Source: an optimization exercise on an open RTL-to-GDS flow (aim: small area, a short achievable clock period and few clock cycles per item). Production flows keep margins and buffers that such runs may drop. Where RTL was checked, it was by simulation tests only, not by an equivalence proof against the original.

== xenon ==
==> flow/design.v (excerpt) <==
module swept_box_collision_response_unit (
    input  wire         clk,
    input  wire         rst_n,
    input  wire         psel,
    input  wire         penable,
    input  wire         pwrite,
    input  wire  [2:0]  paddr,
    input  wire  [31:0] pwdata,
    output logic [31:0] prdata,
    output logic        pready,
    input  wire         in_valid,
    output logic        in_ready,
    input  wire  signed [23:0] own_left,
    input  wire  signed [23:0] own_top,
    input  wire  [22:0] own_width,
    input  wire  [22:0] own_height,
    input  wire  signed [23:0] own_speed_x,
    input  wire  signed [23:0] own_speed_y,
    input  wire  signed [23:0] other_left,
    input  wire  signed [23:0] other_top,
    input  wire  [22:0] other_width,
    input  wire  [22:0] other_height,
    input  wire  signed [23:0] other_speed_x,
    input  wire  signed [23:0] other_speed_y,
    output logic        out_valid,
    input  wire         out_ready,
    output logic signed [23:0] new_left,
    output logic signed [23:0] new_top,
    output logic        overlapped,
    output logic [3:0]  contact_flags
);
export LEC_CHECK = 0
export CAP_MARGIN = 20
export CORE_MARGIN = 2
export CORE_UTILIZATION = 60
export SETUP_SLACK_MARGIN = 5
export SLEW_MARGIN = 20
create_clock -name core_clock -period 10.0 [get_ports {clk}]
run.sh (not shown) runs the stock make flow with config.mk's settings and CLKGATE_MAP_FILE= SYNTH_SCRIPT=/design/flow/synth_recipe.tcl, a recipe that flattens the netlist after the stock synthesis.
Testbench counts of xenon, summed over its fixed seeds: cycles 9,832, items 9,600.
Inputs modified between xenon and lagoon:
--- a/flow/config.mk
+++ b/flow/config.mk
@@ -9,3 +9,3 @@
 export CORE_MARGIN = 2
-export CORE_UTILIZATION = 60
+export CORE_UTILIZATION = 40
 export SETUP_SLACK_MARGIN = 5
==> comparison <==
The lower post-layout minimum cycle time came out of xenon. Clock skew delta (lagoon − xenon): unfavourable. xenon -> lagoon: HPWL after detailed placement increased by a few percent. Summary of lagoon over xenon: via density per instance fell 9.7%; area of placed instances went up by about 1.3%; non-clock buffer contribution to total cell area barely changed.


Another version of the RTL of swept_box_collision_response_unit (not shown whole).
For scale: about 21,000 cells after synthesis, about 2,700 flip-flops.
export LEC_CHECK = 0
export CAP_MARGIN = 20
export CORE_MARGIN = 2
export CORE_UTILIZATION = 70
export CTS_BUF_LIST = sky130_fd_sc_hd__clkbuf_8
export CTS_CLUSTER_DIAMETER = 80
export CTS_CLUSTER_SIZE = 14
export SLEW_MARGIN = 20
create_clock -name core_clock -period 10.0 [get_ports {clk}]
standard.sh (not shown) runs the stock make flow with config.mk's settings and CLKGATE_MAP_FILE= SYNTH_SCRIPT=/design/flow/synth_recipe.tcl, a recipe that flattens the netlist after the stock synthesis.
==> flow/flow/run.sh <==
#!/bin/bash
# Standard layout (the standard.sh: standard synthesis, ORFS flow, same
# config) with these ORFS settings added on make's command line:
#   SETUP_SLACK_MARGIN (flow/margin.txt): the slack, at the design's clock
#     period, that ORFS's repair_timing aims for;
#   flow/extra.txt: further make variables (sizing freedom, port buffer cell).
# All of make's output goes to standard_margin.log; ORFS keeps each step's
# own log under orfs/logs.
set -euo pipefail
MARGIN=$(cat flow/margin.txt)
EXTRA=$(cat flow/extra.txt)
sed -e "s|CLKGATE_MAP_FILE= |CLKGATE_MAP_FILE= SETUP_SLACK_MARGIN=${MARGIN} ${EXTRA} |" standard.sh > standard_margin.sh
bash standard_margin.sh > standard_margin.log 2>&1
==> flow/flow/extra.txt <==
'BUFFER_PORTS_ARGS=-buffer_cell sky130_fd_sc_hd__buf_4'
==> flow/flow/margin.txt <==
5.4
Testbench counts at the start, summed over its fixed seeds: cycles 9,728, items 9,600.
Next try:
==> flow/flow/margin.txt (replaced) <==
5.3
--- a/flow/config.mk
+++ b/flow/config.mk
@@ -8,5 +8,5 @@
 export CAP_MARGIN = 20
 export CORE_MARGIN = 2
-export CORE_UTILIZATION = 70
+export CORE_UTILIZATION = 60
 export CTS_BUF_LIST = sky130_fd_sc_hd__clkbuf_8
 export CTS_CLUSTER_DIAMETER = 80
The new run completed with no timing, DRC or antenna violations; final area is about the same; synthesized cell count does not change; sequential cell count stays the same; worst setup slack gains 81 ps; non-clock buffer count shrinks by 70; die area increases by 17%; wire length goes up by 0.55%; clock skew climbs by 8.9 ps.
Next try:
==> flow/flow/margin.txt (replaced) <==
5.4
First-iteration DRC count increases by 1.7%.
Count of clock-buffer cells in the layout stays the same.
Fmax increases by 2.0%.
Core utilization increases by 0.38 points.
Worst setup slack improves by 91 ps.
Global-route usage increases by 0.14 points.
Non-clock buffer count increases by 92.
Routed wire length increases by 0.78%.
Next try:
--- a/flow/config.mk
+++ b/flow/config.mk
@@ -10,5 +10,3 @@
 export CORE_UTILIZATION = 60
 export CTS_BUF_LIST = sky130_fd_sc_hd__clkbuf_8
-export CTS_CLUSTER_DIAMETER = 80
-export CTS_CLUSTER_SIZE = 14
 export SLEW_MARGIN = 20
What happened: Setup slack gains 5.1 ps. Utilization is higher by 1.3 points. Via count is higher by 0.95%. Register-to-register slack is about the same.


swept_box_collision_response_unit, a different RTL version from the one above (not shown whole).
Size: roughly 20000 cells after synthesis, ~410 I/O pins, about 0.26 mm² of cells after synthesis.
==> flow/design.v (excerpt) <==
module swept_box_collision_response_unit (
    input  wire         clk,
    input  wire         rst_n,
    input  wire         psel,
    input  wire         penable,
    input  wire         pwrite,
    input  wire  [2:0]  paddr,
    input  wire  [31:0] pwdata,
    output logic [31:0] prdata,
    output logic        pready,
    input  wire         in_valid,
    output logic        in_ready,
    input  wire  signed [23:0] own_left,
    input  wire  signed [23:0] own_top,
    input  wire  [22:0] own_width,
    input  wire  [22:0] own_height,
    input  wire  signed [23:0] own_speed_x,
    input  wire  signed [23:0] own_speed_y,
    input  wire  signed [23:0] other_left,
    input  wire  signed [23:0] other_top,
    input  wire  [22:0] other_width,
    input  wire  [22:0] other_height,
    input  wire  signed [23:0] other_speed_x,
    input  wire  signed [23:0] other_speed_y,
    output logic        out_valid,
    input  wire         out_ready,
    output logic signed [23:0] new_left,
    output logic signed [23:0] new_top,
    output logic        overlapped,
    output logic [3:0]  contact_flags
);
export LEC_CHECK = 0
export CAP_MARGIN = 20
export CORE_MARGIN = 2
export CORE_UTILIZATION = 60
export SLEW_MARGIN = 20
create_clock -name core_clock -period 10.0 [get_ports {clk}]
==> flow/flow/run.sh <==
#!/bin/bash
# Standard layout (the standard.sh: standard synthesis, ORFS flow, same
# config) with a tighter setup repair target: SETUP_SLACK_MARGIN below is
# the slack, at the design's clock period, that ORFS's repair_timing aims for.
set -euo pipefail
MARGIN=$(cat flow/margin.txt)
sed -e "s|CLKGATE_MAP_FILE= |CLKGATE_MAP_FILE= SETUP_SLACK_MARGIN=${MARGIN} |" standard.sh > standard_margin.sh
bash standard_margin.sh > standard_margin.log 2>&1
==> flow/flow/margin.txt <==
5.4
The first run finished with timing, DRC and antenna clean.
Testbench counts at the start, summed over its fixed seeds: cycles 9,824, items 9,600.
==> next run, changes <==
- CTS_BUF_LIST: not set -> sky130_fd_sc_hd__clkbuf_8
After rerunning: The new run finished with timing, DRC and antenna clean. Routed wire length drops by 0.33%. Worst setup slack gains 0.14 ns.


the baseline:
swept_box_collision_response_unit, a different RTL version from the one above (not shown whole).
For scale: roughly 21000 cells after synthesis, ~5000 flip-flops, roughly 410 I/O pins.
==> flow/config.mk <==
export PLATFORM = sky130hd
export DESIGN_NAME = swept_box_collision_response_unit
export DESIGN_NICKNAME = swept_box_collision_response_unit
export VERILOG_FILES = /design/flow/design.v
export SDC_FILE = /design/flow/constraint.sdc
export NUM_CORES = 4
export LEC_CHECK = 0
export CAP_MARGIN = 20
export CORE_MARGIN = 2
export CORE_UTILIZATION = 60
export SLEW_MARGIN = 20
==> flow/constraint.sdc <==
create_clock -name core_clock -period 10.0 [get_ports {clk}]
set_input_delay 2.0000 -clock core_clock [delete_from_list [all_inputs] [get_ports {clk}]]
set_output_delay 2.0000 -clock core_clock [all_outputs]
set_load 0.01 [all_outputs]
Scripts as last shown in full above: flow/flow/run.sh, flow/flow/margin.txt
Modified inputs, the candidate compared to the baseline
# the baseline
export LEC_CHECK = 0
export CAP_MARGIN = 20
export CORE_MARGIN = 2
export CORE_UTILIZATION = 60
export SLEW_MARGIN = 20
create_clock -name core_clock -period 10.0 [get_ports {clk}]
# the candidate
export LEC_CHECK = 0
export CAP_MARGIN = 20
export CORE_MARGIN = 2
export CORE_UTILIZATION = 60
export SETUP_SLACK_MARGIN = 5
export SLEW_MARGIN = 20
create_clock -name core_clock -period 10.0 [get_ports {clk}]
==> flow/run.sh (new file) <==
#!/bin/bash
# synth_recipe.tcl (not shown) runs the flow's synth.tcl, then flattens the netlist and writes it again
# the make line also repeats each setting of config.mk as NAME=value (left out here)
make -C /OpenROAD-flow-scripts/flow DESIGN_CONFIG=/design/flow/config.mk WORK_HOME=/design/flow/orfs CLKGATE_MAP_FILE= SYNTH_SCRIPT=/design/flow/synth_recipe.tcl finish
removed: flow/flow/run.sh
removed: flow/flow/margin.txt
removed: flow/standard.sh
--- outcome ---
- The baseline ended up with ax[0][3] as its endpoint of the worst setup timing path; the candidate ended up with m1_cx[27].
- In the flow results for the baseline and the candidate, the critical path depth is smaller on the candidate.
- The candidate vs. the baseline: routed wire length now smaller, met3 demand-to-capacity share in global routing fell 0.18 points, area of all placed cells without fillers now sits lower.
- Against the baseline, sum of met3 wire segment lengths after detailed routing in the candidate fell by more than 10%.
- Mean number of vias per cell essentially unchanged between the candidate and the baseline.
- Compared with the baseline, the candidate shows layout-stage area growth over the synthesis result lower by 0.75 points.
- Between the baseline and the candidate, the proportion of synthesized chip area in sequential cells figures differ only marginally.
- Global-route wire length before repair, the baseline and the candidate: larger value in the baseline
No run of this note included a check of the RTL's function; only the layout flow was run.


RTL: one of the versions met above, not the one the previous note started from.
Size in the first run: ~21,000 cells after synthesis, roughly 2,700 flip-flops, ~0.23 sq mm of cells after synthesis.
export LEC_CHECK = 0
export CAP_MARGIN = 20
export CORE_MARGIN = 2
export CORE_UTILIZATION = 60
export CTS_BUF_LIST = sky130_fd_sc_hd__clkbuf_8
export CTS_CLUSTER_DIAMETER = 80
export CTS_CLUSTER_SIZE = 14
export SLEW_MARGIN = 20
create_clock -name core_clock -period 10.0 [get_ports {clk}]
==> flow/flow/run.sh <==
#!/bin/bash
# Standard layout (the standard.sh: standard synthesis, ORFS flow, same
# config) with these ORFS settings added on make's command line:
#   SETUP_SLACK_MARGIN (flow/margin.txt): the slack, at the design's clock
#     period, that ORFS's repair_timing aims for;
#   flow/extra.txt: further make variables (sizing freedom, port buffer cell).
# All of make's output goes to standard_margin.log; ORFS keeps each step's
# own log under orfs/logs.
set -euo pipefail
MARGIN=$(cat flow/margin.txt)
EXTRA=$(cat flow/extra.txt)
sed -e "s|CLKGATE_MAP_FILE= |CLKGATE_MAP_FILE= SETUP_SLACK_MARGIN=${MARGIN} ${EXTRA} |" standard.sh > standard_margin.sh
bash standard_margin.sh > standard_margin.log 2>&1
==> flow/flow/margin.txt <==
5.6
Scripts as last shown in full above: flow/flow/extra.txt
Testbench counts at the start, summed over its fixed seeds: cycles 9,728, items 9,600.
Edit:
==> flow/flow/margin.txt (replaced) <==
5.5
Outcome:
- sequential share of layout area goes up by 0.26 points
- clock skew falls by 0.0068 ns
- worst setup slack gets better by 0.0066 ns
- global-route usage shrinks by 0.16 points
- final area decreases slightly
- count of clock-buffer cells in the layout does not change
- core utilization came out lower by 0.52 points
Edit:
==> flow/flow/margin.txt (replaced) <==
5.75
=> The new run went through all stages and came out clean. Sequential share of layout area went down by 0.77 points. Cell area went up by about 2.4%. Non-clock buffer count increases by 364. Wire length is higher by about 4.4%. Maximum frequency went down by 1.1%. Register-to-register slack gets worse by 0.05 ns. Synthesized cell count is unchanged. Worst setup slack degrades by 0.050 ns. Global-route usage goes up by 0.71 points. Synthesized area is unchanged.

==> re-timing with driven ports <==
Ports are ideal in the flow. The routed layouts listed here were re-timed in OpenROAD.
Step 1: set_driving_cell puts a clkbuf_16 on clk and a buf_2 on each other input, an assumption about the parent block.
Step 2 adds t to the input delays and takes it off the output delays; t is the mean of the earliest and latest rising clock arrival at the registers after step 1. Input paths then give back, and output paths get back, about the clock's delay inside the block.
a / b / c = ideal ports / drivers / drivers and shift; a / b = the first two.
| run | t, ns | setup slack, ns | worst slew at a driven data input, ns |
|---|---|---|---|
| xenon | 1.128 | 5.064 / 5.064 / 4.118 | 0.14 |
| lagoon | 1.155 | 4.881 / 4.881 / 4.082 | 0.13 |
| the first run of note 2 | 1.264 | 5.256 / 5.256 / 4.212 | 0.18 |
| the second run of note 2 | 1.264 | 5.338 / 5.338 / 4.174 | 0.16 |
| the third run of note 2 | 1.268 | 5.429 / 5.429 / 4.246 | 0.16 |
| the fourth run of note 2 | 1.252 | 5.434 / 5.434 / 4.278 | 0.17 |
| the first run of note 3 | 1.115 | 5.173 / 5.227 / 4.112 | 0.14 |
| the second run of note 3 | 1.327 | 5.317 / 5.277 / 4.070 | 0.12 |
| the baseline | 1.116 | 5.357 / 5.357 / 4.441 | 0.14 |
| the candidate | 1.115 | 5.107 / 5.012 / 4.118 | 0.15 |
| the first run of note 5 | 1.268 | 5.474 / 5.474 / 4.353 | 0.16 |
| the second run of note 5 | 1.266 | 5.481 / 5.481 / 4.314 | 0.15 |
| the third run of note 5 | 1.272 | 5.430 / 5.394 / 4.378 | 0.31 |
After both steps every run listed still meets setup and hold. The setup slack of the second run of note 3, which loses most, moves by -0.040 ns with the drivers and by -1.247 ns with both steps.
